Background: an optimization exercise with open tools, aiming at a short achievable clock period and few clock cycles. Do not read the settings as production practice.
Function was checked by simulation only, so behaviour that the tests miss may differ from the original.

### config.mk
export PLATFORM = sky130hd
export DESIGN_NAME = e_mdu
export DESIGN_NICKNAME = e_mdu
export VERILOG_FILES = /design/flow/design.v
export SDC_FILE = /design/flow/constraint.sdc
export NUM_CORES = 4
export LEC_CHECK = 0
export CAP_MARGIN = 20
export CORE_MARGIN = 2
export CORE_UTILIZATION = 40
export SLEW_MARGIN = 20
### constraint.sdc
create_clock -name core_clock -period 72.0 [get_ports {clk}]
set_input_delay 14.4000 -clock core_clock [delete_from_list [all_inputs] [get_ports {clk}]]
set_output_delay 14.4000 -clock core_clock [all_outputs]
set_load 0.01 [all_outputs]
### design.v
package e_mdu_pkg;
  localparam int unsigned CNT_W = 4;
  localparam logic [2:0] MD_NONE  = 3'd0;
  localparam logic [2:0] MD_MULT  = 3'd1;
  localparam logic [2:0] MD_MULTU = 3'd2;
  localparam logic [2:0] MD_DIV   = 3'd3;
  localparam logic [2:0] MD_DIVU  = 3'd4;
  localparam logic [2:0] MD_MADD  = 3'd5;
  localparam logic [2:0] MD_MADDU = 3'd6;
  localparam logic [2:0] MD_MSUB  = 3'd7;
endpackage
module e_mdu_divwin
#(
  parameter int HIP = 8,
  parameter int LOP = 0
) (
  input  logic [31:0]       r_i,
  input  logic [31:0]       q_i,
  input  logic [7:1][34:0]  mb_i,
  output logic [31:0]       r_o,
  output logic [31:0]       q_o
);
  localparam int NS = (HIP - LOP + 3) / 3;
  logic [31:0] rr [0:NS];
  logic [31:0] qq [0:NS];
  assign rr[0] = r_i;
  assign qq[0] = q_i;
  for (genvar s = 0; s < NS; s++) begin : g_step
    localparam int P  = LOP + 3 * (NS - 1 - s);
    localparam int W  = (HIP - P + 1) >= 3 ? 3 : (HIP - P + 1);
    localparam int NM = 1 << W;
    localparam logic [31:0] LOWM = (32'd1 << P) - 32'd1;
    logic [35:0] df [1:NM-1];
    logic [NM:0] ok;
    for (genvar m = 1; m < NM; m++) begin : g_m
      assign df[m] = {4'b0, rr[s] >> P} - {1'b0, mb_i[m]};
      assign ok[m] = ~df[m][35];
    end
    assign ok[0]  = 1'b1;
    assign ok[NM] = 1'b0;
    always_comb begin
      rr[s+1] = rr[s];
      qq[s+1] = qq[s];
      for (int m = 1; m < NM; m++) begin
        if (ok[m] && !ok[m+1]) begin
          rr[s+1] = (rr[s] & LOWM) | (df[m][31:0] << P);
          qq[s+1] = qq[s] | (32'(m) << P);
        end
      end
    end
  end
  assign r_o = rr[NS];
  assign q_o = qq[NS];
endmodule
import e_mdu_pkg::*;
module e_mdu
(
  input  logic        clk,
  input  logic        reset,
  input  logic        start,
  input  logic [2:0]  md_op,
  input  logic [31:0] rs_val,
  input  logic [31:0] rt_val,
  input  logic        mthi,
  input  logic        mtlo,
  input  logic        rd_hi,
  output logic        busy,
  output logic [31:0] hi,
  output logic [31:0] lo,
  output logic [31:0] md_out
);
  localparam int K2 = 6;    
  localparam int K  = 12;   
  localparam int K3 = 24;   
  logic [31:0]      r_q, q_q;          
  logic [7:1][34:0] mb_q;              
  logic             sq_q, sr_q;        
  logic [1:0]       ph_q;              
  logic launch, is_mul, is_div, sgn;
  assign is_mul = (md_op == MD_MULT) || (md_op == MD_MULTU);
  assign is_div = (md_op == MD_DIV) || (md_op == MD_DIVU);
  assign sgn    = (md_op == MD_MULT) || (md_op == MD_DIV);
  assign launch = !busy && start && (is_mul || is_div);
  logic [63:0] prod;
  assign prod = {{32{sgn & rs_val[31]}}, rs_val} * {{32{sgn & rt_val[31]}}, rt_val};
  logic             sa, sb, bzero, long1, long2;
  logic [31:0]      a_mag, b_mag, r_l, q_l;
  logic [7:1][34:0] mb_d;
  assign sa    = sgn & rs_val[31];
  assign sb    = sgn & rt_val[31];
  assign a_mag = sa ? -rs_val : rs_val;
  assign b_mag = sb ? -rt_val : rt_val;
  assign bzero = (rt_val == 32'd0);
  always_comb begin
    for (int m = 1; m < 8; m++) mb_d[m] = 35'(m) * {3'b0, b_mag};
  end
  assign long1 = (a_mag >> K)  >= b_mag;    
  assign long2 = (a_mag >> K3) >= b_mag;    
  e_mdu_divwin #(.HIP(K-1), .LOP(K2)) u_win_l (
    .r_i(a_mag), .q_i(32'd0), .mb_i(mb_d), .r_o(r_l), .q_o(q_l)
  );
  logic [31:0] r_a, q_a, r_b, q_b;
  e_mdu_divwin #(.HIP(31), .LOP(K3)) u_win_a (
    .r_i(r_q), .q_i(q_q), .mb_i(mb_q), .r_o(r_a), .q_o(q_a)
  );
  e_mdu_divwin #(.HIP(K3-1), .LOP(K2)) u_win_b (
    .r_i(r_q), .q_i(q_q), .mb_i(mb_q), .r_o(r_b), .q_o(q_b)
  );
  logic [31:0] r_o, q_o, cur_hi, cur_lo;
  e_mdu_divwin #(.HIP(K2-1), .LOP(0)) u_win_o (
    .r_i(r_q), .q_i(q_q), .mb_i(mb_q), .r_o(r_o), .q_o(q_o)
  );
  assign cur_hi = sr_q ? -r_o : r_o;
  assign cur_lo = sq_q ? -q_o : q_o;
  always_ff @(posedge clk) begin
    if (reset) begin
      r_q  <= '0;
      q_q  <= '0;
      mb_q <= '1;
      sq_q <= 1'b0;
      sr_q <= 1'b0;
      ph_q <= 2'd0;
    end else if (busy) begin
      ph_q <= ph_q - 2'd1;
      if (ph_q == 2'd2) begin
        r_q <= r_a;
        q_q <= q_a;
      end else begin
        r_q <= r_b;
        q_q <= q_b;
      end
    end else if (launch && is_mul) begin
      {r_q, q_q} <= prod;
      mb_q       <= '1;
      sq_q       <= 1'b0;
      sr_q       <= 1'b0;
    end else if (launch && !bzero) begin
      mb_q <= mb_d;
      sq_q <= sa ^ sb;
      sr_q <= sa;
      if (long1) begin
        r_q  <= a_mag;
        q_q  <= 32'd0;
        ph_q <= long2 ? 2'd2 : 2'd1;
      end else begin
        r_q  <= r_l;
        q_q  <= q_l;
      end
    end else begin
      r_q  <= (mthi && !launch) ? rs_val : cur_hi;
      q_q  <= (mtlo && !launch) ? rs_val : cur_lo;
      mb_q <= '1;
      sq_q <= 1'b0;
      sr_q <= 1'b0;
    end
  end
  assign busy   = (ph_q != 2'd0);
  assign hi     = cur_hi;
  assign lo     = cur_lo;
  assign md_out = rd_hi ? cur_hi : cur_lo;
endmodule
### flow/run.sh
#!/bin/bash
# Standard ORFS layout (the standard.sh, standard synthesis unchanged), with timing repair
# asked to over-fix setup: the design's constraints are unchanged, repair_timing just keeps
# working until each path has SETUP_SLACK_MARGIN ns of slack left.
set -euo pipefail
bash standard.sh SETUP_SLACK_MARGIN=42 finish > flow_make.log 2>&1
### standard.sh
#!/bin/bash
# synth_recipe.tcl (not shown) runs the flow's synth.tcl, then flattens the netlist and writes it again
# the make line also repeats each setting of config.mk as NAME=value (left out here)
make -C /OpenROAD-flow-scripts/flow DESIGN_CONFIG=/design/flow/config.mk WORK_HOME=/design/flow/orfs CLKGATE_MAP_FILE= SYNTH_SCRIPT=/design/flow/synth_recipe.tcl "${@:-finish}"
==> summary.txt, run 1 <==
The sort of element at the start of the critical path is a primary input. Before antenna repair, the detailed router went through 6 iterations.

The detailed-route wire length per cell came out at 35.26 um. The total of fill cells in the finished design came out at 37060. The final number of setup-violating endpoints is 0. The category of the worst setup path capture point is an output pin. The type of the setup path with the least slack is in2out. The highest fanout seen on the critical path is 11.

The mean post-synth cell area came out at 7.465 um^2. Compared with the post-synthesis result, the final layout area differs by 8.060%. The post-synth net total is 22320. The sink count of the clock tree is 200.

The data arrival time of the critical path came out at 15.56 ns. The root cell of the clock tree is clkbuf_16. The number of antenna violations at the first check in global routing came out at 133. The full die area is 361500 um^2. The area occupied by registers came out at 4016 um^2. The worst setup slack after placement came out at 41.49 ns. The final clock period utilization by the worst path is 41.61%. The CTS tree is yes.

The final hold violation count came out at 0. The synthesized flop and latch total came out at 200. After detailed routing, the number of remaining DRC violations is 0. The source of the worst hold timing path is mb_q[153]$_SDFFE_PP1P_. The max-slew violation count is 0. The area of the placeable core came out at 355400 um^2. Setup repair after global routing left no endpoint under its margin. The number of buffers added to fix hold violations after cts came out at 0. The proportion of register bits with asynchronous set or reset after synthesis is 0%. The area used by multi-input combinational logic is 130700 um^2. The floorplan has 219 rows.

The least setup slack across all paths after layout came out at 42.04 ns. The detailed router finished its first iteration with 18970 violations. The average vias per placed instance came out at 6.569. The total negative setup slack is 0 ns. The total vias in the final route is 158600.

The cell depth of the worst min-delay path came out at 2. The fmax came out at 0.03338 GHz. The actual transition at the worst max-transition pin came out at 1.347 ns. The number of enable flip-flop cells after synthesis came out at 0.

The post-synthesis sequential area ratio is 2.806%. The clock buffer count from CTS came out at 17. In this run the critical register-to-register path is launched from mb_q[195]$_SDFFE_PP1P_. The number of routed nets with antenna violations came out at 0. The final-stage net count came out at 22510. The die is 601.2 um wide.

The core occupancy in the finished layout is 43.38%. The area of the mapped netlist came out at 142700 um^2. In the post-synthesis netlist, the biggest area contributors are fa_1 (17%), ha_1 (17%), xnor2_1 (5.6%), a21oi_1 (5.2%), nand2_1 (5.2%). Synthesis instantiated 129 different standard cells from the library.

The path with the worst hold slack has its endpoint at mb_q[153]$_SDFFE_PP1P_. The critical path required time came out at 57.60 ns. The tightest min-delay check is of the reg2reg type. The clock transition at the registers of the reported paths came out at 0.09 ns. The number of warnings printed during yosys synthesis is 26.

The cell count after synthesis came out at 19110. The dominant cell by count in the synthesized netlist is nand2_1. The total global-route track usage is 45.50%. The clock insertion delay at the later pin of the skew report is 0.59 ns. For flop-to-flop paths, the worst setup slack is 42.41 ns. The run finished with no timing, DRC or antenna violations. Ranked by instance count, the synthesized netlist is headed by nand2_1 (1973), ha_1 (1924), inv_1 (1672), a21oi_1 (1495), nor2_1 (1324). The number of global-route vias before repair is 150700. Routability-driven placement finished with a final weighted congestion of 1.082. The maximum number of buffers from clock root to sink is 2. The number of violations of the max-capacitance limit came out at 0. The top-level port count is 170. The overflow left after global routing came out at 0.

The share of cells above drive strength 1 came out at 6.207%. The H-tree was split into 4 levels. The headroom to the max-slew limit is 10.22%.

The primary flip-flop cell chosen by synthesis mapping is dfxtp_1. The biggest area contributor in the post-synthesis netlist is fa_1. The number of input and output port buffers inserted is 169.

The first-pass GRT wire length is 1167 mm. The end of the worst register-to-register path is r_q[25]$_SDFFE_PP0P_. The maximum number of pins on one net before global-route repair came out at 82. The depth of the worst register-to-register path is 86. Once the floorplan was initialized, standard cells occupied 40.15% of the core. Detailed placement ended at an HPWL of 687.9 mm.

The final wirelength came out at 851.1 mm. Of the post-synthesis cell area, the dominant cell type holds 16.96%. The vertical die dimension came out at 601.2 um. The clock skew came out at 0.03133 ns. The minimum period implied by the final worst setup slack came out at 29.96 ns.
==> worst max-delay path by stage <==
stage | from | slack [ns] | end | cells after the start
6_report | rd_hi | 42.04 | md_out[12] | 4
5_1_grt | rd_hi | 42.02 | md_out[14] | 4
4_1_cts | rd_hi | 41.99 | md_out[19] | 4
3_5_place_dp | rd_hi | 41.49 | md_out[19] | 4
3_3_place_gp | rd_hi | 41.49 | md_out[16] | 4
2_1_floorplan | rd_hi | 42.20 | md_out[12] | 3
==> routing by layer <==
| layer | wire length (um) | share of wire, % | global-route usage, % |
|---|---|---|---|
| met4 | 89090 | 10 | 40.29 |
| met5 | 500 | 0.059 | 0 |
| met2 | 356300 | 42 | 68.22 |
| met3 | 88310 | 10 | 10.49 |
| met1 | 316900 | 37 | 54.44 |
==> cell type report <==
cell class,instances,share of cell area [%]
multi-input cells,16590,84.79
clock buffers,17,0.2759
inverters,1673,4.078
diodes,69,0.1120
flip-flops and latches,200,2.605
well taps,4751,3.856
clock inverters,15,0.1250
repair buffers,824,4.159
==> per-stage QoR <==
stage | instance area (um^2) | hold slack, ns | std cells
2_1_floorplan | 142700 | 0.4427 | 19110
3_3_place_gp | 153100 | 0.4521 | 24030
3_5_place_dp | 153100 | 0.4596 | 24030
4_1_cts | 153800 | 0.4823 | 24060
5_1_grt | 154000 | 0.4987 | 24080
6_report | 154200 | 0.4818 | 24140
==> worst max-delay path, cell delays in order <==
cell and delay [ns]:
clkdlybuf4s15_2 0.24, bufbuf_16 0.30, mux2_2 0.33, dlygate4sd2_1 0.28
==> cell families after synthesis <==
group,after synthesis,share of synthesized area (%)
AO/OA/AOI/OAI,5923,27.49
AND/OR/NAND/NOR,5973,20.00
XOR/XNOR,1470,9.024
adder cells (fa/ha/maj),3133,33.84
flip-flops,200,2.806
multiplexers,90,0.6700
buffers and inverters,2324,6.166
==> registers in the layout (all words and copies together), names as in the netlist <==
signal  cells
r_q        32
sq_q        1
ph_q        2
q_q        32
mb_q      132
sr_q        1
==> cells in the final DEF, fill, tap and decap left out, drive strengths merged, types with 60 or more instances in the layout <==
master         count
nand2           1974
ha              1924
inv             1677
a21oi           1502
nor2            1330
o21ai           1213
fa              1209
xnor2            911
buf              713
xor2             559
nor3             484
a21o             480
nand3            391
o21a             381
and2             377
nand2b           358
o211ai           353
a211oi           266
nor2b            244
dfxtp            200
a31oi            176
o21bai           175
and3             158
o31ai            156
or3              155
a221oi           112
or2              111
nand4             99
nor4              90
o221ai            89
o2111ai           89
o22ai             87
a211o             79
a21boi            79
clkdlybuf4s50     75
a2111oi           74
o31a              71
diode             69
or4               60
==> what timing repair did <==
item	in CTS	in global routing
endpoints found under the setup margin	32	37
cloned	2	0
resized for setup	27	18
buffers inserted	0	0
pin swaps	0	0
Testbench counts, summed over its fixed seeds: cycles 3,429.
==> run 2: changes to the inputs <==
--- a/design.v
+++ b/design.v
@@ -52,6 +52,53 @@
   assign r_o = rr[NS];
   assign q_o = qq[NS];
 endmodule
+module e_mdu_divwin_l
+#(
+  parameter int HIP = 8,
+  parameter int LOP = 0
+) (
+  input  logic [31:0]       r_i,
+  input  logic [7:1][36:0]  ms_i,
+  input  logic              neg_i,
+  output logic [31:0]       r_o,
+  output logic [31:0]       q_o
+);
+  localparam int NS = (HIP - LOP + 3) / 3;
+  logic [31:0] rr [0:NS];
+  logic [31:0] qq [0:NS];
+  assign rr[0] = r_i;
+  assign qq[0] = 32'd0;
+  for (genvar s = 0; s < NS; s++) begin : g_step
+    localparam int P  = LOP + 3 * (NS - 1 - s);
+    localparam int W  = (HIP - P + 1) >= 3 ? 3 : (HIP - P + 1);
+    localparam int NM = 1 << W;
+    localparam logic [31:0] LOWM = (32'd1 << P) - 32'd1;
+    logic [37:0] dp [1:NM-1];
+    logic [37:0] dn [1:NM-1];
+    logic [37:0] df [1:NM-1];
+    logic [NM:0] ok;
+    for (genvar m = 1; m < NM; m++) begin : g_m
+      assign dp[m] = {6'b0, rr[s] >> P} - {ms_i[m][36], ms_i[m]};
+      assign dn[m] = {6'b0, rr[s] >> P} + {ms_i[m][36], ms_i[m]};
+      assign df[m] = neg_i ? dn[m] : dp[m];
+      assign ok[m] = ~df[m][37];
+    end
+    assign ok[0]  = 1'b1;
+    assign ok[NM] = 1'b0;
+    always_comb begin
+      rr[s+1] = rr[s];
+      qq[s+1] = qq[s];
+      for (int m = 1; m < NM; m++) begin
+        if (ok[m] && !ok[m+1]) begin
+          rr[s+1] = (rr[s] & LOWM) | (df[m][31:0] << P);
+          qq[s+1] = qq[s] | (32'(m) << P);
+        end
+      end
+    end
+  end
+  assign r_o = rr[NS];
+  assign q_o = qq[NS];
+endmodule
 import e_mdu_pkg::*;
 module e_mdu
 (
@@ -86,18 +133,22 @@
   logic             sa, sb, bzero, long1, long2;
   logic [31:0]      a_mag, b_mag, r_l, q_l;
   logic [7:1][34:0] mb_d;
+  logic [7:1][36:0] ms_d;
+  logic [31:0]      a_neg;
   assign sa    = sgn & rs_val[31];
   assign sb    = sgn & rt_val[31];
-  assign a_mag = sa ? -rs_val : rs_val;
+  assign a_neg = -rs_val;
+  assign a_mag = sa ? a_neg : rs_val;
   assign b_mag = sb ? -rt_val : rt_val;
   assign bzero = (rt_val == 32'd0);
   always_comb begin
     for (int m = 1; m < 8; m++) mb_d[m] = 35'(m) * {3'b0, b_mag};
+    for (int m = 1; m < 8; m++) ms_d[m] = 37'(m) * {{5{sb}}, rt_val};
   end
   assign long1 = (a_mag >> K)  >= b_mag;    
   assign long2 = (a_mag >> K3) >= b_mag;    
-  e_mdu_divwin #(.HIP(K-1), .LOP(K2)) u_win_l (
-    .r_i(a_mag), .q_i(32'd0), .mb_i(mb_d), .r_o(r_l), .q_o(q_l)
+  e_mdu_divwin_l #(.HIP(K-1), .LOP(K2)) u_win_l (
+    .r_i(a_mag), .ms_i(ms_d), .neg_i(sb), .r_o(r_l), .q_o(q_l)
   );
   logic [31:0] r_a, q_a, r_b, q_b;
   e_mdu_divwin #(.HIP(31), .LOP(K3)) u_win_a (
==> flow/run.sh (replaced) <==
#!/bin/bash
# Standard ORFS layout (the standard.sh, standard synthesis unchanged), with timing repair
# asked to over-fix setup: the design's constraints are unchanged, repair_timing just keeps
# working until each path has SETUP_SLACK_MARGIN ns of slack left.
set -euo pipefail
bash standard.sh SETUP_SLACK_MARGIN=43.5 finish > flow_make.log 2>&1
==> run 2 against run 1 <==
Net effect: synthesized cell count increased by 5.6%; highest routed layer unchanged; utilization about the same; clock skew fell by 0.013 ns; still clean; global-route usage is 4.5 points lower.
==> summary.txt, run 2 <==
Outcome: complete, no violations (unchanged). The HPWL after detailed placement came out at 647.1 mm (was 687.9 mm). The total placed cells including tap cells is 25290 (was 24030). The headroom to the max-slew limit came to 11.87% (was 10.22%). The clock insertion delay at the later pin of the skew report is 0.51 ns (was 0.59 ns).

The synthesized flop and latch total is 200 (unchanged). The sort of element at the start of the critical path is a primary input (unchanged). The total negative setup slack came out at 0 ns (unchanged).

The root cell of the clock tree is clkbuf_16 (unchanged). The number of input and output port buffers inserted came out at 169 (unchanged). The cell count after synthesis is 20190 (was 19110). The final-stage net count is 23750 (was 22510). The dominant cell by count in the synthesized netlist was ha_1 (was nand2_1). The average vias per placed instance came out at 6.450 (was 6.569). The type of the setup path with the least slack is in2out (unchanged).

The type of the most critical hold path is reg2reg (unchanged). The clock transition at the registers of the reported paths came out at 0.08 ns (was 0.09 ns). The maximum number of pins on one net before global-route repair is 101 (was 82). The first-pass GRT wire length is 1131 mm (was 1167 mm).

The share of cells above drive strength 1 is 6.359% (was 6.207%). The total of fill cells in the finished design is 38890 (was 37060). The post-synth net total is 23580 (was 22320). The number of buffers added to fix hold violations after cts is 0 (unchanged). The final number of setup-violating endpoints came to 0 (unchanged).

The maximum number of buffers from clock root to sink is 2 (unchanged). The routability congestion estimate is 1.103 (was 1.082). The top-level port count came out at 170 (unchanged). The minimum period implied by the final worst setup slack was 29.73 ns (was 29.96 ns). The total vias in the final route is 163900 (was 158600). The post-synthesis sequential area ratio is 2.653% (was 2.806%). The flip-flop count of the largest register, all copies and words added was 132 (unchanged). The primary flip-flop cell chosen by synthesis mapping is dfxtp_1 (unchanged). Cell types with the largest area share after synthesis: ha_1 (17%), fa_1 (16%), xnor2_1 (6.0%), a21oi_1 (5.2%), nand2_1 (4.9%) (was fa_1 (17%), ha_1 (17%), xnor2_1 (5.6%), a21oi_1 (5.2%), nand2_1 (5.2%)). The max-slew violation count came out at 0 (unchanged). The area added between synthesis and finish came out at 7.911% (was 8.060%). The critical path required time is 57.60 ns (about the same).

The data arrival time of the critical path came out at 15.33 ns (was 15.56 ns). The mean post-synth cell area is 7.476 um^2 (was 7.465 um^2). The proportion of register bits with asynchronous set or reset after synthesis is 0% (unchanged). Leading cell types in the layout, fill and taps excluded: ha_1 (2079), nand2_1 (1967), inv_1 (1747) (was nand2_1 (1972), ha_1 (1924), inv_1 (1648)). The effective utilization at floorplan is 40.19% (was 40.15%). The number of cells in the finished layout apart from fillers came out at 25420 (was 24140).

The number of antenna violations at the first check in global routing came out at 70 (was 133). The number of design-rule violations left by the first detailed-router iteration is 19250 (was 18970). The sink count of the clock tree came out at 200 (unchanged). The detailed-route wire length per cell is 32.02 um (was 35.26 um). Most used standard cells in the synthesized netlist: ha_1 (2079), nand2_1 (1971), inv_1 (1766), a21oi_1 (1567), nor2_1 (1460) (was nand2_1 (1973), ha_1 (1924), inv_1 (1672), a21oi_1 (1495), nor2_1 (1324)). The post-route DRC violation count is 0 (unchanged). The post-synthesis cell type with the largest combined area is ha_1 (was fa_1). The CTS tree is yes (unchanged). The clock buffer count from CTS came to 17 (unchanged).

The vertical die dimension came out at 618.3 um (was 601.2 um). The clock skew is 0.01816 ns (was 0.03133 ns). The die width came out at 618.3 um (was 601.2 um). Largest registers ranked by flip-flop count: mb_q x132, q_q x32, r_q x32 (unchanged). The top cell type's share of synthesized area is 17.24% (was 16.96%). The floorplan row count came out at 225 (was 219).

The full die area was 382200 um^2 (was 361500 um^2). The number of global-route vias before repair is 152800 (was 150700). The category of the worst setup path capture point was an output pin (unchanged). The area of the mapped netlist came out at 150900 um^2 (was 142700 um^2). The register containing the most flip-flops in the final layout is mb_q (unchanged).

The first-pass iteration count of the detailed router came out at 10 (was 6). The final wirelength is 813.7 mm (was 851.1 mm). The number of enable flip-flop cells after synthesis is 0 (unchanged). The most frequent standard cell in the layout excluding fill and tap cells is ha_1 (was nand2_1).

The number of violations of the max-capacitance limit is 0 (unchanged). The total global-route track usage was 41.05% (was 45.50%). The number of routed nets with antenna violations is 0 (unchanged). The number of distinct library cell variants in the gate-level netlist after synthesis is 136 (was 129).

The highest fanout seen on the critical path came to 7 (was 11). The actual transition at the worst max-transition pin came out at 1.316 ns (was 1.347 ns). The fmax came to 0.03364 GHz (was 0.03338 GHz). The area of the placeable core was 375500 um^2 (was 355400 um^2).

The final hold violation count was 0 (unchanged). The number of warnings printed during yosys synthesis came out at 30 (was 26). The final clock period utilization by the worst path came out at 41.29% (was 41.61%). The overflow left after global routing came out at 0 (unchanged).

The number of H-tree levels was 4 (unchanged). Setup repair after global routing missed its margin: yes (was no).
## run 2: changes by cell type after synthesis, moves of 34 or more
cell,change
a21o_1,+69
a21oi_1,+72
a31oi_1,+55
fa_1,+34
ha_1,+155
inv_1,+94
nand2b_1,-42
nor2_1,+136
o211ai_1,-61
o21ai_0,+75
or3_1,+75
xnor2_1,+127
## run 2: cell type report
type | count | area (um^2) | share of cell area (%)
clock inverters | 11 | 101.3 | 0.06223
clock buffers | 20 | 466.7 | 0.2866
inverters | 1769 | 6653 | 4.085
repair buffers | 821 | 6521 | 4.004
flip-flops and latches | 200 | 4009 | 2.462
well taps | 4994 | 6248 | 3.837
diodes | 57 | 142.6 | 0.08758
multi-input cells | 17540 | 138700 | 85.18
## run 2: what timing repair did
| action | in CTS | in global routing |
|---|---|---|
| gates cloned | 6 | 0 |
| pin swaps | 2 | 3 |
| endpoints found under the setup margin | 36 | 75 |
| resized for setup | 191 | 45 |
| setup buffers | 14 | 10 |
## run 2: cell families (layout without fill, tap and decap cells)
| family | Yosys count | in the layout | synth area share, % |
|---|---|---|---|
| adders and majority gates | 3322 | 3322 | 33.72 |
| xor gates and xnor gates | 1630 | 1630 | 9.459 |
| DFF | 200 | 200 | 2.653 |
| and+or+nand+nor | 6241 | 6241 | 19.83 |
| muxes | 118 | 118 | 0.8166 |
| other | 0 | 57 | 0 |
| AOI/OAI and AO/OA | 6232 | 6232 | 27.36 |
| buffers and inverters | 2444 | 2621 | 6.153 |
## run 2: critical path, stage by stage
cell    delay [ns]
buf_16        0.17
buf_16        0.19
buf_6         0.12
mux2_4        0.29
buf_6         0.12
## run 2: worst paths after layout
| path | endpoint | startpoint | depth (start not counted) | slack, ns |
|---|---|---|---|---|
| min reg2reg | mb_q[153]$_SDFFE_PP1P_ | mb_q[153]$_SDFFE_PP1P_ | 2 | 0.48 |
| min | mb_q[153]$_SDFFE_PP1P_ | mb_q[153]$_SDFFE_PP1P_ | 2 | 0.48 |
| max | md_out[30] | rd_hi | 5 | 42.27 |
| max reg2reg | r_q[24]$_SDFFE_PP0P_ | mb_q[120]$_SDFFE_PP1P_ | 80 | 43.77 |
## run 2: layer usage
layer	share of wire (%)	global-route usage (%)	wire length, um
met1	37	48.80	301000
met2	41	60.05	329700
met3	11	10.51	88060
met4	12	38.68	94780
met5	0.022	0	180
## run 2: metrics by stage
step / utilization (%) / cell area (um^2) / hold WS [ns] / setup slack [ns]
floorplan: - / 151100 / 0.4389 / 42.72
global placement: 42.94 / 161300 / 0.4514 / 41.26
detailed placement: 42.96 / 161300 / 0.4637 / 41.27
CTS: 43.23 / 162300 / 0.4818 / 42.26
global route: 43.33 / 162700 / 0.5025 / 42.25
finish: 43.37 / 162900 / 0.4823 / 42.27
Testbench counts of run 2, summed over its fixed seeds: cycles 3,429.
==> run 3: changes to the inputs <==
--- a/design.v
+++ b/design.v
@@ -122,7 +122,7 @@
   logic [31:0]      r_q, q_q;          
   logic [7:1][34:0] mb_q;              
   logic             sq_q, sr_q;        
-  logic [1:0]       ph_q;              
+  logic             ph_q;              
   logic launch, is_mul, is_div, sgn;
   assign is_mul = (md_op == MD_MULT) || (md_op == MD_MULTU);
   assign is_div = (md_op == MD_DIV) || (md_op == MD_DIVU);
@@ -130,8 +130,8 @@
   assign launch = !busy && start && (is_mul || is_div);
   logic [63:0] prod;
   assign prod = {{32{sgn & rs_val[31]}}, rs_val} * {{32{sgn & rt_val[31]}}, rt_val};
-  logic             sa, sb, bzero, long1, long2;
-  logic [31:0]      a_mag, b_mag, r_l, q_l;
+  logic             sa, sb, bzero, long1;
+  logic [31:0]      a_mag, b_mag, r_l, q_l, r_l2, q_l2;
   logic [7:1][34:0] mb_d;
   logic [7:1][36:0] ms_d;
   logic [31:0]      a_neg;
@@ -146,14 +146,13 @@
     for (int m = 1; m < 8; m++) ms_d[m] = 37'(m) * {{5{sb}}, rt_val};
   end
   assign long1 = (a_mag >> K)  >= b_mag;    
-  assign long2 = (a_mag >> K3) >= b_mag;    
   e_mdu_divwin_l #(.HIP(K-1), .LOP(K2)) u_win_l (
     .r_i(a_mag), .ms_i(ms_d), .neg_i(sb), .r_o(r_l), .q_o(q_l)
   );
-  logic [31:0] r_a, q_a, r_b, q_b;
-  e_mdu_divwin #(.HIP(31), .LOP(K3)) u_win_a (
-    .r_i(r_q), .q_i(q_q), .mb_i(mb_q), .r_o(r_a), .q_o(q_a)
-  );
+  e_mdu_divwin_l #(.HIP(31), .LOP(K3)) u_win_l2 (
+    .r_i(a_mag), .ms_i(ms_d), .neg_i(sb), .r_o(r_l2), .q_o(q_l2)
+  );
+  logic [31:0] r_b, q_b;
   e_mdu_divwin #(.HIP(K3-1), .LOP(K2)) u_win_b (
     .r_i(r_q), .q_i(q_q), .mb_i(mb_q), .r_o(r_b), .q_o(q_b)
   );
@@ -170,16 +169,11 @@
       mb_q <= '1;
       sq_q <= 1'b0;
       sr_q <= 1'b0;
-      ph_q <= 2'd0;
+      ph_q <= 1'b0;
     end else if (busy) begin
-      ph_q <= ph_q - 2'd1;
-      if (ph_q == 2'd2) begin
-        r_q <= r_a;
-        q_q <= q_a;
-      end else begin
-        r_q <= r_b;
-        q_q <= q_b;
-      end
+      ph_q <= 1'b0;
+      r_q  <= r_b;
+      q_q  <= q_b;
     end else if (launch && is_mul) begin
       {r_q, q_q} <= prod;
       mb_q       <= '1;
@@ -190,9 +184,9 @@
       sq_q <= sa ^ sb;
       sr_q <= sa;
       if (long1) begin
-        r_q  <= a_mag;
-        q_q  <= 32'd0;
-        ph_q <= long2 ? 2'd2 : 2'd1;
+        r_q  <= r_l2;
+        q_q  <= q_l2;
+        ph_q <= 1'b1;
       end else begin
         r_q  <= r_l;
         q_q  <= q_l;
@@ -205,7 +199,7 @@
       sr_q <= 1'b0;
     end
   end
-  assign busy   = (ph_q != 2'd0);
+  assign busy   = ph_q;
   assign hi     = cur_hi;
   assign lo     = cur_lo;
   assign md_out = rd_hi ? cur_hi : cur_lo;
--- a/config.mk
+++ b/config.mk
@@ -5,7 +5,7 @@
 export SDC_FILE = /design/flow/constraint.sdc
 export NUM_CORES = 4
 export LEC_CHECK = 0
-export CAP_MARGIN = 20
+export CAP_MARGIN = 35
 export CORE_MARGIN = 2
 export CORE_UTILIZATION = 40
-export SLEW_MARGIN = 20
+export SLEW_MARGIN = 25
==> run 3 against run 2 <==
Net effect: final cell count up 0.35%; die area shrank 0.22%; clock skew grew 0.0082 ns; critical endpoint is now md_out[27]; largest cell class unchanged.
==> summary.txt, run 3 <==
The final number of setup-violating endpoints came out at 0 (unchanged). The number of violations of the max-capacitance limit came out at 0 (unchanged). The number of routed nets with antenna violations came out at 0 (unchanged). The routability congestion estimate came to 1.079 (was 1.103). The number of input and output port buffers inserted is 169 (unchanged). The dominant cell by count in the synthesized netlist is ha_1 (unchanged). The clock buffer count from CTS came out at 17 (unchanged). The number of warnings printed during yosys synthesis came out at 36 (was 30). The primary flip-flop cell chosen by synthesis mapping was dfxtp_1 (unchanged).

The overflow left after global routing was 0 (unchanged). The full die area came out at 381400 um^2 (was 382200 um^2). The maximum number of buffers from clock root to sink came out at 2 (unchanged). The proportion of register bits with asynchronous set or reset after synthesis came out at 0% (unchanged).

The final-stage net count is 23810 (was 23750). The number of distinct library cell variants in the gate-level netlist after synthesis came out at 123 (was 136). The number of design-rule violations left by the first detailed-router iteration is 19840 (was 19250). The top cell type's share of synthesized area is 17.12% (was 17.24%).

The number of global-route vias before repair was 155400 (was 152800). Leading cell types in the layout, fill and taps excluded: ha_1 (2060), nand2_1 (1902), inv_1 (1792) (was ha_1 (2079), nand2_1 (1967), inv_1 (1747)). The least setup slack across all paths after layout came out at 42.33 ns (was 42.27 ns).

The die width came out at 617.6 um (was 618.3 um). The type of the setup path with the least slack is in2out (unchanged). The clock insertion delay at the later pin of the skew report came to 0.52 ns (was 0.51 ns). The top-level port count is 170 (unchanged).

The data arrival time of the critical path came out at 15.27 ns (was 15.33 ns). The sum of met3 wire segment lengths after detailed routing is 86.04 mm (was 88.06 mm). The number of buffers added to fix hold violations after cts is 0 (unchanged). The first-pass iteration count of the detailed router is 6 (was 10). The uppermost signal routing layer after detailed routing is met5 (unchanged). The floorplan row count is 225 (unchanged). The type of the most critical hold path is reg2reg (unchanged). The average vias per placed instance came out at 6.491 (was 6.450). The number of H-tree levels came out at 4 (unchanged). The number of enable flip-flop cells after synthesis was 0 (unchanged). The final hold violation count came out at 0 (unchanged).

The category of the worst setup path capture point is an output pin (unchanged). Most used standard cells in the synthesized netlist: ha_1 (2060), nand2_1 (1918), inv_1 (1812), a21oi_1 (1553), nor2_1 (1474) (was ha_1 (2079), nand2_1 (1971), inv_1 (1766), a21oi_1 (1567), nor2_1 (1460)). The area of the mapped netlist is 150600 um^2 (was 150900 um^2). The first-pass GRT wire length came out at 1157 mm (was 1131 mm). The area added between synthesis and finish is 8.889% (was 7.911%). The final clock period utilization by the worst path came out at 41.21% (was 41.29%). The total negative setup slack came out at 0 ns (unchanged). The flip-flop count of the largest register, all copies and words added came out at 132 (unchanged). The effective utilization at floorplan is 40.13% (was 40.19%).

The register containing the most flip-flops in the final layout is mb_q (unchanged). The total vias in the final route was 165500 (was 163900). The post-synthesis cell type with the largest combined area is ha_1 (unchanged).

The synthesized flop and latch total was 199 (was 200). Largest registers ranked by flip-flop count: mb_q x132, q_q x32, r_q x32 (unchanged). Cell types with the largest area share after synthesis: ha_1 (17%), fa_1 (17%), xnor2_1 (6.3%), a21oi_1 (5.2%), nand2_1 (4.8%) (was ha_1 (17%), fa_1 (16%), xnor2_1 (6.0%), a21oi_1 (5.2%), nand2_1 (4.9%)). The fmax was 0.03370 GHz (was 0.03364 GHz).

The cell count after synthesis came out at 20140 (was 20190). The CTS tree is yes (unchanged). The area of the placeable core is 375300 um^2 (was 375500 um^2).

The most frequent standard cell in the layout excluding fill and tap cells is ha_1 (unchanged). The number of antenna violations at the first check in global routing came out at 76 (was 70). The total global-route track usage is 42.14% (was 41.05%). The routed wire length on met2 came out at 346.0 mm (was 329.7 mm). The mean post-synth cell area came out at 7.478 um^2 (was 7.476 um^2). Outcome: complete, no violations (unchanged). The share of cells above drive strength 1 is 7.220% (was 6.359%). The critical path required time came to 57.60 ns (about the same). The clock skew is 0.02636 ns (was 0.01816 ns). The root cell of the clock tree is clkbuf_16 (unchanged). The placed instance area came out at 162000 um^2 (was 161300 um^2). The minimum period implied by the final worst setup slack is 29.67 ns (was 29.73 ns). The actual transition at the worst max-transition pin came out at 1.128 ns (was 1.316 ns).

The final non-filler cell area was 164000 um^2 (was 162900 um^2). The maximum number of pins on one net before global-route repair is 93 (was 101). The detailed-route wire length per cell came out at 32.58 um (was 32.02 um). The highest fanout seen on the critical path is 7 (unchanged). The headroom to the max-slew limit came out at 24.00% (was 11.87%). Setup repair after global routing missed its margin: yes (unchanged). The sink count of the clock tree came to 199 (was 200).

The vertical die dimension was 617.6 um (was 618.3 um). The HPWL after detailed placement came out at 659.0 mm (was 647.1 mm). The sort of element at the start of the critical path is a primary input (unchanged). The final wirelength is 831.1 mm (was 813.7 mm). The post-synthesis sequential area ratio came out at 2.646% (was 2.653%). The worst setup slack after placement is 41.46 ns (was 41.27 ns). The clock transition at the registers of the reported paths was 0.08 ns (about the same). The post-route DRC violation count came out at 0 (unchanged).

The post-synth net total is 23520 (was 23580). The max-slew violation count is 0 (unchanged). The sum of routed wire segments on met1 came to 306.9 mm (was 301.0 mm).
==> run 3: changes by cell type after synthesis, moves of 45 or more <==
cell,change
a22oi_1,+70
a211oi_1,+49
o21ai_0,-131
nand2_1,-53
o211ai_1,-68
xnor2_1,+45
inv_1,+46
==> run 3: final cells by class <==
class                           instances  area, um^2
Antenna cell                           69       172.7
Clock buffer                           17       425.4
Clock inverter                         15       180.2
Fill cell                           38710      211300
Inverter                             1823        6858
Multi-Input combinational cell      17450      138600
Sequential cell                       199        3999
Tap cell                             4994        6248
Timing Repair Buffer                  943        7483
==> run 3: metrics by stage <==
step	utilization, %	hold WS [ns]	instances
finish	43.69	0.4898	25510
global route	43.65	0.5049	25450
floorplan	-	0.4484	20140
global placement	43.01	0.4647	25290
CTS	43.48	0.4902	25400
detailed placement	43.18	0.4717	25350
==> run 3: worst max-delay path, stage by stage <==
cell and delay, ns:
buf_16 0.14, buf_16 0.16, buf_8 0.12, mux2_4 0.30
buf_6 0.12
==> run 3: routing by layer <==
| metal | global-route usage [%] | up-vias |
|---|---|---|
| li1 | - | 72830 |
| met1 | 49.72 | 79780 |
| met2 | 62.81 | 10070 |
| met3 | 10.48 | 2830 |
| met4 | 38.84 | 40 |
| met5 | 0.07576 | - |
==> run 3: repair_timing <==
action | 4_1_cts | 5_1_grt
gates resized for setup | 205 | 77
endpoints found under the setup margin | 56 | 86
cloned | 6 | 0
buffers inserted | 20 | 7
pin swaps | 8 | 2
==> run 3: worst paths after layout <==
kind / startpoint / endpoint / slack, ns / cells past startpoint
hold / removal: r_q[5]$_SDFFE_PP0N_ / r_q[5]$_SDFFE_PP0N_ / 0.49 / 1
hold reg to reg: r_q[5]$_SDFFE_PP0N_ / r_q[5]$_SDFFE_PP0N_ / 0.49 / 1
setup reg to reg: mb_q[175]$_SDFFE_PP1N_ / r_q[9]$_SDFF_PP0_ / 44.22 / 88
setup / recovery: rd_hi / md_out[27] / 42.33 / 5
==> run 3: logic make-up after synthesis <==
family,Yosys count,share of synthesized area [%]
adders and majority gates,3305,33.67
buffers and inverters,2494,6.244
AOI/OAI and AO/OA,6118,27.04
xor gates and xnor gates,1653,9.652
muxes,107,0.7412
DFF,199,2.646
and+or+nand+nor,6262,20.01
Testbench counts of run 3, summed over its fixed seeds: cycles 3,371.
==> run 4: changes to the inputs <==
==> flow/run.sh (replaced) <==
#!/bin/bash
# Standard ORFS layout (the standard.sh, standard synthesis unchanged), with two changes:
# - timing repair is asked to over-fix setup: the design's constraints are unchanged,
#   repair_timing just keeps working until each path has SETUP_SLACK_MARGIN ns of slack left;
# - rd_hi is placed in the middle of the md_out pins (flow/pins.tcl, before pin placement).
set -euo pipefail
bash standard.sh SETUP_SLACK_MARGIN=44.5 PRE_IO_PLACEMENT_TCL="$PWD/flow/pins.tcl" finish > flow_make.log 2>&1
==> flow/pins.tcl (new file) <==
# Keep rd_hi among the md_out pins so the md_out select net stays short.
set_io_pin_constraint -group -order -pin_names {md_out[0] md_out[1] md_out[2] md_out[3] md_out[4] md_out[5] md_out[6] md_out[7] md_out[8] md_out[9] md_out[10] md_out[11] md_out[12] md_out[13] md_out[14] md_out[15] rd_hi md_out[16] md_out[17] md_out[18] md_out[19] md_out[20] md_out[21] md_out[22] md_out[23] md_out[24] md_out[25] md_out[26] md_out[27] md_out[28] md_out[29] md_out[30] md_out[31]}
==> run 4 against run 3 <==
Net effect: still clean; largest cell class unchanged; sequential share of layout area about the same; hold slack improved by 0.0049 ns; register-to-register slack improved by 0.37 ns; fmax increased by 0.30%; utilization about the same; clock skew decreased by 0.0082 ns; non-clock buffer count decreased by 29; highest routed layer unchanged; via count about the same; clock-buffer cell count unchanged; sequential cell count unchanged.
==> summary.txt, run 4 <==
The first-pass GRT wire length came out at 1148 mm (was 1157 mm). The mean post-synth cell area came out at 7.478 um^2 (unchanged). The vertical die dimension is 617.6 um (unchanged). The maximum number of buffers from clock root to sink is 2 (unchanged).

The dominant cell by count in the synthesized netlist is ha_1 (unchanged). The post-synthesis sequential area ratio is 2.646% (unchanged). The depth of the worst register-to-register path is 84 (was 88). The area added between synthesis and finish is 8.921% (was 8.889%). The headroom to the max-slew limit came out at 21.98% (was 24.00%). The detailed-route wire length per cell came out at 32.37 um (was 32.58 um). The number of routed nets with antenna violations is 0 (unchanged). The share of cells above drive strength 1 came out at 7.289% (was 7.220%). Leading cell types in the layout, fill and taps excluded: ha_1 (2059), nand2_1 (1906), inv_1 (1787) (was ha_1 (2060), nand2_1 (1902), inv_1 (1792)).

The average vias per placed instance is 6.503 (was 6.491). The CTS tree is yes (unchanged). The total global-route track usage is 41.68% (was 42.14%). The first-pass iteration count of the detailed router is 9 (was 6). The post-synth net total is 23520 (unchanged).

Outcome: complete, no violations (unchanged). The flip-flop count of the largest register, all copies and words added is 132 (unchanged). The slack of the worst reg-to-reg path is 44.59 ns (was 44.22 ns). The max-slew violation count is 0 (unchanged).

The actual transition at the worst max-transition pin is 1.166 ns (was 1.128 ns). The root cell of the clock tree is clkbuf_16 (unchanged). The HPWL after detailed placement came out at 655.8 mm (was 659.0 mm).

The number of input and output port buffers inserted came to 169 (unchanged). The number of violations of the max-capacitance limit came out at 0 (unchanged). The clock skew was 0.01819 ns (was 0.02636 ns). The proportion of register bits with asynchronous set or reset after synthesis is 0% (unchanged). The data arrival time of the critical path came out at 15.18 ns (was 15.27 ns). The number of antenna violations at the first check in global routing came out at 88 (was 76). The clock buffer count from CTS is 17 (unchanged). The full die area came to 381400 um^2 (unchanged). The cell depth of the worst min-delay path came to 2 (was 1).

The final wirelength came out at 824.9 mm (was 831.1 mm). The type of the most critical hold path is reg2reg (unchanged). The end of the worst register-to-register path is r_q[29]$_SDFF_PP0_ (was r_q[9]$_SDFF_PP0_). The final number of setup-violating endpoints came out at 0 (unchanged). The final-stage net count came out at 23780 (was 23810). The register containing the most flip-flops in the final layout was mb_q (unchanged).

The source of the worst register-to-register timing path is mb_q[129]$_SDFFE_PP1N_ (was mb_q[175]$_SDFFE_PP1N_). The top cell type's share of synthesized area was 17.12% (unchanged). The maximum number of pins on one net before global-route repair is 94 (was 93).

Cell types with the largest area share after synthesis: ha_1 (17%), fa_1 (17%), xnor2_1 (6.3%), a21oi_1 (5.2%), nand2_1 (4.8%) (unchanged). The number of distinct library cell variants in the gate-level netlist after synthesis came to 123 (unchanged). The category of the worst setup path capture point is an output pin (unchanged).

The destination of the worst hold path is mb_q[143]$_SDFFE_PP1N_ (was r_q[5]$_SDFFE_PP0N_). The area of the mapped netlist is 150600 um^2 (unchanged). The most frequent standard cell in the layout excluding fill and tap cells is ha_1 (unchanged). The source of the worst hold timing path is mb_q[143]$_SDFFE_PP1N_ (was r_q[5]$_SDFFE_PP0N_).

The number of H-tree levels came out at 4 (unchanged). The area of the placeable core is 375300 um^2 (unchanged). The overflow left after global routing was 0 (unchanged). The clock transition at the registers of the reported paths came to 0.09 ns (was 0.08 ns). Largest registers ranked by flip-flop count: mb_q x132, q_q x32, r_q x32 (unchanged).

The top-level port count came out at 170 (unchanged). The number of design-rule violations left by the first detailed-router iteration was 19270 (was 19840).

The primary flip-flop cell chosen by synthesis mapping is dfxtp_1 (unchanged). The type of the setup path with the least slack is in2out (unchanged). The clock insertion delay at the later pin of the skew report was 0.51 ns (was 0.52 ns).

The post-synthesis cell type with the largest combined area is ha_1 (unchanged). Most used standard cells in the synthesized netlist: ha_1 (2060), nand2_1 (1918), inv_1 (1812), a21oi_1 (1553), nor2_1 (1474) (unchanged). The number of warnings printed during yosys synthesis came to 36 (unchanged).

The cell count after synthesis came out at 20140 (unchanged). The total vias in the final route is 165700 (was 165500). The number of enable flip-flop cells after synthesis came out at 0 (unchanged). The post-route DRC violation count came out at 0 (unchanged). The fmax came out at 0.03380 GHz (was 0.03370 GHz). The synthesized flop and latch total came to 199 (unchanged).

The total negative setup slack was 0 ns (unchanged). The sort of element at the start of the critical path is a primary input (unchanged). The die width is 617.6 um (unchanged). The routability congestion estimate is 1.088 (was 1.079). The sink count of the clock tree is 199 (unchanged). Setup repair after global routing missed its margin: yes (unchanged). The highest fanout seen on the critical path is 6 (was 7).

The floorplan row count was 225 (unchanged). The effective utilization at floorplan came out at 40.13% (unchanged). The final hold violation count is 0 (unchanged). The minimum period implied by the final worst setup slack came out at 29.58 ns (was 29.67 ns). The number of global-route vias before repair is 155000 (was 155400). The final clock period utilization by the worst path came out at 41.09% (was 41.21%). The critical path required time came out at 57.60 ns (about the same). The core occupancy in the finished layout came out at 43.71% (was 43.69%).
==> run 4: cell counts after synthesis <==
No cell type changed its count.
==> run 4: cell families (layout without fill, tap and decap cells) <==
group                      Yosys count  in the layout  share of synthesized area, %
and+or+nand+nor                   6262           6263                         20.01
AOI/OAI and AO/OA                 6118           6118                         27.04
muxes                              107            107                        0.7412
xor gates and xnor gates          1653           1653                         9.652
other                                0             72                             0
DFF                                199            199                         2.646
buffers and inverters             2494           2769                         6.244
adders and majority gates         3305           3305                         33.67
==> run 4: worst max-delay path: stages <==
cell and delay (ns):
buf_12 0.12, buf_16 0.13, buf_6 0.11, mux2_4 0.29, buf_6 0.12
==> run 4: cell type report <==
| type | instances | area [um^2] |
|---|---|---|
| Antenna cell | 72 | 180.2 |
| Inverter | 1823 | 6888 |
| Fill cell | 38670 | 211300 |
| Clock inverter | 15 | 157.7 |
| Tap cell | 4994 | 6248 |
| Multi-Input combinational cell | 17450 | 138900 |
| Timing Repair Buffer | 914 | 7208 |
| Clock buffer | 17 | 425.4 |
| Sequential cell | 199 | 3996 |
==> run 4: per-layer routing <==
metal  vias to the layer above  GRT usage, %  wire length, um  part of all wire [%]
li1                      72760             -                -                     -
met1                     79920         49.54           307300                    37
met2                     10070         62.89           347700                    42
met3                      2892         9.760            83320                    10
met4                        62         36.73            86220                    10
met5                         -             0              412                 0.050
==> run 4: how the worst max path moves through the flow <==
stage	start	to	slack, ns
2_1_floorplan	rd_hi	md_out[16]	42.62
3_3_place_gp	rd_hi	md_out[8]	41.62
3_5_place_dp	rd_hi	md_out[12]	41.65
4_1_cts	rd_hi	md_out[31]	42.42
5_1_grt	rd_hi	md_out[31]	42.40
6_report	rd_hi	md_out[31]	42.42
==> run 4: what timing repair did <==
item	in CTS	in global routing
gates cloned	4	1
hold buffers	0	0
setup buffers	6	20
resized for setup	236	156
setup endpoints to repair	105	96
pin swaps	6	14
==> run 4: through the flow <==
stage / worst slack, ns / hold WS [ns] / area [um^2] / cells
global placement: 41.62 / 0.4622 / 161200 / 25270
finish: 42.42 / 0.4948 / 164000 / 25480
global route: 42.40 / 0.5110 / 163800 / 25410
detailed placement: 41.65 / 0.4681 / 161800 / 25330
floorplan: 42.62 / 0.4484 / 150800 / 20140
CTS: 42.42 / 0.4906 / 162900 / 25370
==> run 5: changes to the inputs <==
--- a/design.v
+++ b/design.v
@@ -12,15 +12,16 @@
 module e_mdu_divwin
 #(
   parameter int HIP = 8,
-  parameter int LOP = 0
+  parameter int LOP = 0,
+  parameter int NS  = (HIP - LOP + 3) / 3
 ) (
-  input  logic [31:0]       r_i,
-  input  logic [31:0]       q_i,
-  input  logic [7:1][34:0]  mb_i,
-  output logic [31:0]       r_o,
-  output logic [31:0]       q_o
-);
-  localparam int NS = (HIP - LOP + 3) / 3;
+  input  logic [31:0]         r_i,
+  input  logic [31:0]         q_i,
+  input  logic [7:1][34:0]    mb_i,
+  input  logic [NS-1:0][7:1]  fit_i,
+  output logic [31:0]         r_o,
+  output logic [31:0]         q_o
+);
   logic [31:0] rr [0:NS];
   logic [31:0] qq [0:NS];
   assign rr[0] = r_i;
@@ -30,11 +31,11 @@
     localparam int W  = (HIP - P + 1) >= 3 ? 3 : (HIP - P + 1);
     localparam int NM = 1 << W;
     localparam logic [31:0] LOWM = (32'd1 << P) - 32'd1;
-    logic [35:0] df [1:NM-1];
-    logic [NM:0] ok;
+    logic [32-P:0] df [1:NM-1];
+    logic [NM:0]   ok;
     for (genvar m = 1; m < NM; m++) begin : g_m
-      assign df[m] = {4'b0, rr[s] >> P} - {1'b0, mb_i[m]};
-      assign ok[m] = ~df[m][35];
+      assign df[m] = {1'b0, rr[s][31:P]} - {1'b0, mb_i[m][31-P:0]};
+      assign ok[m] = fit_i[s][m] & ~df[m][32-P];
     end
     assign ok[0]  = 1'b1;
     assign ok[NM] = 1'b0;
@@ -43,7 +44,7 @@
       qq[s+1] = qq[s];
       for (int m = 1; m < NM; m++) begin
         if (ok[m] && !ok[m+1]) begin
-          rr[s+1] = (rr[s] & LOWM) | (df[m][31:0] << P);
+          rr[s+1] = (rr[s] & LOWM) | (32'(df[m]) << P);
           qq[s+1] = qq[s] | (32'(m) << P);
         end
       end
@@ -51,6 +52,22 @@
   end
   assign r_o = rr[NS];
   assign q_o = qq[NS];
+endmodule
+module e_mdu_divfit
+#(
+  parameter int HIP = 8,
+  parameter int LOP = 0,
+  parameter int NS  = (HIP - LOP + 3) / 3
+) (
+  input  logic [7:1][34:0]    mb_i,
+  output logic [NS-1:0][7:1]  fit_o
+);
+  for (genvar s = 0; s < NS; s++) begin : g_step
+    localparam int P = LOP + 3 * (NS - 1 - s);
+    for (genvar m = 1; m < 8; m++) begin : g_m
+      assign fit_o[s][m] = (mb_i[m] >> (32 - P)) == 35'd0;
+    end
+  end
 endmodule
 module e_mdu_divwin_l
 #(
@@ -119,9 +136,13 @@
   localparam int K2 = 6;    
   localparam int K  = 12;   
   localparam int K3 = 24;   
+  localparam int NSB = (K3 - 1 - K2 + 3) / 3;    
+  localparam int NSO = (K2 - 1 + 3) / 3;         
   logic [31:0]      r_q, q_q;          
   logic [7:1][34:0] mb_q;              
   logic             sq_q, sr_q;        
+  logic [NSB-1:0][7:1] fitb_q;         
+  logic [NSO-1:0][7:1] fito_q;         
   logic             ph_q;              
   logic launch, is_mul, is_div, sgn;
   assign is_mul = (md_op == MD_MULT) || (md_op == MD_MULTU);
@@ -132,6 +153,8 @@
   assign prod = {{32{sgn & rs_val[31]}}, rs_val} * {{32{sgn & rt_val[31]}}, rt_val};
   logic             sa, sb, bzero, long1;
   logic [31:0]      a_mag, b_mag, r_l, q_l, r_l2, q_l2;
+  logic [NSB-1:0][7:1] fitb_d;
+  logic [NSO-1:0][7:1] fito_d;
   logic [7:1][34:0] mb_d;
   logic [7:1][36:0] ms_d;
   logic [31:0]      a_neg;
@@ -152,13 +175,15 @@
   e_mdu_divwin_l #(.HIP(31), .LOP(K3)) u_win_l2 (
     .r_i(a_mag), .ms_i(ms_d), .neg_i(sb), .r_o(r_l2), .q_o(q_l2)
   );
+  e_mdu_divfit #(.HIP(K3-1), .LOP(K2)) u_fit_b (.mb_i(mb_d), .fit_o(fitb_d));
+  e_mdu_divfit #(.HIP(K2-1), .LOP(0))  u_fit_o (.mb_i(mb_d), .fit_o(fito_d));
   logic [31:0] r_b, q_b;
   e_mdu_divwin #(.HIP(K3-1), .LOP(K2)) u_win_b (
-    .r_i(r_q), .q_i(q_q), .mb_i(mb_q), .r_o(r_b), .q_o(q_b)
+    .r_i(r_q), .q_i(q_q), .mb_i(mb_q), .fit_i(fitb_q), .r_o(r_b), .q_o(q_b)
   );
   logic [31:0] r_o, q_o, cur_hi, cur_lo;
   e_mdu_divwin #(.HIP(K2-1), .LOP(0)) u_win_o (
-    .r_i(r_q), .q_i(q_q), .mb_i(mb_q), .r_o(r_o), .q_o(q_o)
+    .r_i(r_q), .q_i(q_q), .mb_i(mb_q), .fit_i(fito_q), .r_o(r_o), .q_o(q_o)
   );
   assign cur_hi = sr_q ? -r_o : r_o;
   assign cur_lo = sq_q ? -q_o : q_o;
@@ -166,7 +191,9 @@
     if (reset) begin
       r_q  <= '0;
       q_q  <= '0;
-      mb_q <= '1;
+      mb_q   <= '1;
+      fitb_q <= '0;
+      fito_q <= '0;
       sq_q <= 1'b0;
       sr_q <= 1'b0;
       ph_q <= 1'b0;
@@ -177,10 +204,14 @@
     end else if (launch && is_mul) begin
       {r_q, q_q} <= prod;
       mb_q       <= '1;
+      fitb_q     <= '0;
+      fito_q     <= '0;
       sq_q       <= 1'b0;
       sr_q       <= 1'b0;
     end else if (launch && !bzero) begin
-      mb_q <= mb_d;
+      mb_q   <= mb_d;
+      fitb_q <= fitb_d;
+      fito_q <= fito_d;
       sq_q <= sa ^ sb;
       sr_q <= sa;
       if (long1) begin
@@ -194,7 +225,9 @@
     end else begin
       r_q  <= (mthi && !launch) ? rs_val : cur_hi;
       q_q  <= (mtlo && !launch) ? rs_val : cur_lo;
-      mb_q <= '1;
+      mb_q   <= '1;
+      fitb_q <= '0;
+      fito_q <= '0;
       sq_q <= 1'b0;
       sr_q <= 1'b0;
     end
==> run 5 against run 4 <==
Net effect: clock-buffer cell count up 22; die area grew 1.1%; area after synthesis is 1.1% higher; setup slack improved by 0.22 ns; critical path depth shrank 2; clock skew grew 0.027 ns; first-iteration DRC count is 9.0% higher; largest cell class unchanged.
==> summary.txt, run 5 <==
Outcome: complete, no violations (unchanged). The vertical die dimension is 620.9 um (was 617.6 um). The number of buffers added to fix hold violations after cts came out at 0 (unchanged). The actual transition at the worst max-transition pin was 1.105 ns (was 1.166 ns). The depth of the worst register-to-register path is 83 (was 84). The cell depth of the worst min-delay path came to 2 (unchanged).

The number of antenna violations at the first check in global routing was 84 (was 88). The final wirelength came out at 859.6 mm (was 824.9 mm). The dominant cell by count in the synthesized netlist was ha_1 (unchanged). The average vias per placed instance is 6.513 (was 6.503). The number of H-tree levels came out at 1 (was 4). The maximum number of buffers from clock root to sink is 3 (was 2).

The number of violations of the max-capacitance limit is 0 (unchanged). The register containing the most flip-flops in the final layout is mb_q (unchanged). The post-route DRC violation count came to 0 (unchanged).

The total negative setup slack came out at 0 ns (unchanged). The number of global-route vias before repair came out at 155800 (was 155000). The category of the worst setup path capture point is an output pin (unchanged). The highest fanout seen on the critical path is 7 (was 6). The placed instance area is 163900 um^2 (was 161800 um^2). The total vias in the final route came out at 167800 (was 165700).

The clock buffer count from CTS came out at 31 (was 17). The mean post-synth cell area is 7.477 um^2 (was 7.478 um^2). The final clock period utilization by the worst path is 40.77% (was 41.09%).

Most used standard cells in the synthesized netlist: ha_1 (2075), nand2_1 (1944), inv_1 (1843), a21oi_1 (1633), nor2_1 (1532) (was ha_1 (2060), nand2_1 (1918), inv_1 (1812), a21oi_1 (1553), nor2_1 (1474)). The first-pass iteration count of the detailed router came out at 10 (was 9). The clock transition at the registers of the reported paths came out at 0.06 ns (was 0.09 ns). The number of routed nets with antenna violations is 0 (unchanged).

The share of cells above drive strength 1 is 7.394% (was 7.289%). The area of the mapped netlist was 152200 um^2 (was 150600 um^2). The root cell of the clock tree is clkbuf_16 (unchanged). The effective utilization at floorplan is 40.17% (was 40.13%). The full die area came out at 385500 um^2 (was 381400 um^2).

The fmax is 0.03406 GHz (was 0.03380 GHz). The post-synth net total came out at 23750 (was 23520). The clock insertion delay at the later pin of the skew report is 0.69 ns (was 0.51 ns). The sink count of the clock tree was 247 (was 199).

The headroom to the max-slew limit is 25.97% (was 21.98%). Leading cell types in the layout, fill and taps excluded: ha_1 (2074), nand2_1 (1913), inv_1 (1825) (was ha_1 (2059), nand2_1 (1906), inv_1 (1787)). The library cell contributing the largest single delay on the critical path is mux2_4 (unchanged). The top cell type's share of synthesized area was 17.06% (was 17.12%). The maximum number of pins on one net before global-route repair came out at 183 (was 94). The first-pass GRT wire length is 1187 mm (was 1148 mm). The synthesized flop and latch total came out at 247 (was 199). The total of fill cells in the finished design was 39240 (was 38670). The number of distinct library cell variants in the gate-level netlist after synthesis is 119 (was 123).

The top-level port count is 170 (unchanged). The die width was 620.9 um (was 617.6 um). The cell count after synthesis came out at 20360 (was 20140). The most frequent standard cell in the layout excluding fill and tap cells is ha_1 (unchanged).

The total placed cells including tap cells is 25600 (was 25330). The critical path required time came out at 57.60 ns (about the same). The area of the placeable core is 378900 um^2 (was 375300 um^2). The final non-filler cell area came out at 166500 um^2 (was 164000 um^2). The HPWL after detailed placement is 692.2 mm (was 655.8 mm). Cell types with the largest area share after synthesis: ha_1 (17%), fa_1 (16%), xnor2_1 (6.0%), a21oi_1 (5.4%), nand2_1 (4.8%) (was ha_1 (17%), fa_1 (17%), xnor2_1 (6.3%), a21oi_1 (5.2%), nand2_1 (4.8%)). The area added between synthesis and finish is 9.394% (was 8.921%). The post-synthesis sequential area ratio came to 3.249% (was 2.646%). Setup repair after global routing missed its margin: yes (unchanged). Largest registers ranked by flip-flop count: mb_q x124, fitb_q x42 (was mb_q x132, q_q x32, r_q x32).

The flip-flop count of the largest register, all copies and words added was 124 (was 132). The largest stage delay on the critical path is 0.30 ns (was 0.29 ns). The total global-route track usage came out at 43.16% (was 41.68%). The floorplan row count came out at 226 (was 225). The number of input and output port buffers inserted was 169 (unchanged).

The number of enable flip-flop cells after synthesis is 0 (unchanged). The post-synthesis cell type with the largest combined area was ha_1 (unchanged). The data arrival time of the critical path came out at 14.96 ns (was 15.18 ns). The routability congestion estimate is 1.115 (was 1.088).

The number of warnings printed during yosys synthesis came out at 36 (unchanged). The sort of element at the start of the critical path is a primary input (unchanged). The final number of setup-violating endpoints came out at 0 (unchanged). The overflow left after global routing came out at 0 (unchanged). The max-slew violation count came out at 0 (unchanged). Critical Path, Cell by Cell: buf_16 -> mux2_4 -> buf_6 (was buf_12 -> buf_16 -> buf_6 -> mux2_4 -> buf_6).

The clock skew came to 0.04474 ns (was 0.01819 ns). The minimum period implied by the final worst setup slack is 29.36 ns (was 29.58 ns). The number of cells in the finished layout apart from fillers was 25770 (was 25480). The CTS tree is yes (unchanged).

The final hold violation count is 0 (unchanged). The number of design-rule violations left by the first detailed-router iteration is 21010 (was 19270). The type of the setup path with the least slack is in2out (unchanged). The primary flip-flop cell chosen by synthesis mapping was dfxtp_1 (unchanged). The core occupancy in the finished layout is 43.94% (was 43.71%). The final-stage net count came out at 24060 (was 23780).

The type of the most critical hold path is reg2reg (unchanged). The detailed-route wire length per cell came out at 33.36 um (was 32.37 um). The proportion of register bits with asynchronous set or reset after synthesis came to 0% (unchanged).
## run 5: changes by cell type after synthesis, sizes merged, moves of 30 or more
cell,before,now
o21ai,1138,1206
xnor2,1084,1047
a21oi,1553,1634
inv,1813,1845
nor2,1475,1533
nand2b,305,228
a21boi,68,111
or2,169,102
nor3,531,500
a21o,526,558
o221ai,75,114
dfxtp,199,247
nand3,387,417
and2,377,326
## run 5: path summary, 6_finish.rpt
kind / from / endpoint / slack, ns
setup / recovery: rd_hi / md_out[21] / 42.64
hold / removal: mb_q[170]$_SDFFE_PP1N_ / mb_q[170]$_SDFFE_PP1N_ / 0.46
setup reg to reg: r_q[21]$_SDFF_PP0_ / r_q[28]$_SDFF_PP0_ / 44.66
hold reg to reg: mb_q[170]$_SDFFE_PP1N_ / mb_q[170]$_SDFFE_PP1N_ / 0.46
## run 5: cell families after synthesis
kind of cell,share of synthesized area (%)
DFF,3.249
muxes,0.6905
AOI/OAI and AO/OA,27.72
and+or+nand+nor,19.27
adders and majority gates,33.43
xor gates and xnor gates,9.293
buffers and inverters,6.345
## run 5: final cells by class
| class | instances | area, um^2 | area share (%) |
|---|---|---|---|
| Multi-Input combinational cell | 17550 | 139300 | 83.68 |
| Clock inverter | 19 | 222.7 | 0.1338 |
| Inverter | 1856 | 6992 | 4.199 |
| Clock buffer | 39 | 855.8 | 0.5140 |
| Antenna cell | 58 | 145.1 | 0.08717 |
| Timing Repair Buffer | 977 | 7725 | 4.640 |
| Sequential cell | 247 | 4952 | 2.974 |
| Tap cell | 5016 | 6276 | 3.769 |
## run 5: timing repair
action,CTS,global route
endpoints found under the setup margin,102,90
gates cloned,6,0
pin swaps,15,6
setup buffers,12,7
gates resized for setup,244,140
## run 5: through the flow
step / hold WS, ns / setup slack [ns]
6_report: 0.4647 / 42.64
5_1_grt: 0.4994 / 42.64
4_1_cts: 0.4663 / 42.65
3_5_place_dp: 0.4530 / 41.79
3_3_place_gp: 0.4398 / 41.44
2_1_floorplan: 0.4091 / 42.62
## run 5: critical path: cells and delay by family
family / cells / cell delay, ns
multiplexers: 1 / 0.30
buffers and inverters: 2 / 0.24
## run 5: metal layers
layer / part of all wire [%] / global-route usage [%] / wire length, um
met3: 11 / 10.60 / 92800
met5: 0.038 / 0 / 329
met1: 37 / 51.70 / 318300
met2: 41 / 62.63 / 349100
met4: 12 / 41.53 / 99010
Testbench counts of run 5, summed over its fixed seeds: cycles 3,371.

==> re-timing with driven ports <==
The flow's constraints put no driver on any port. The routed layouts listed below were extracted and timed again, unchanged, in two steps. Step 1, drivers: a clkbuf_16 drives clk and a buf_2 each remaining input, both assumed. Step 2 also shifts input and output timing later by t, the mid clock arrival at the registers, as if the neighbouring blocks saw the same clock. Slacks: ideal ports / drivers / drivers and shift; pairs: ideal ports / drivers.
run	t (ns)	slack for setup (ns)	worst hold slack (ns)	worst setup path after step 2
run 1	0.662	42.038 / 41.998 / 41.781	0.482 / 0.482 / 0.482	input to register
run 2	0.583	42.269 / 42.180 / 42.180	0.482 / 0.482 / 0.482	input to output
run 3	0.591	42.330 / 42.246 / 42.246	0.490 / 0.490 / 0.490	input to output
run 4	0.579	42.418 / 42.364 / 42.364	0.495 / 0.495 / 0.495	input to output
run 5	0.750	42.643 / 42.252 / 42.252	0.465 / 0.465 / 0.465	input to output
After both steps setup and hold are still met in every run listed. The setup slack of run 5, which loses most, moves by -0.391 ns with the drivers and by -0.391 ns with both steps.
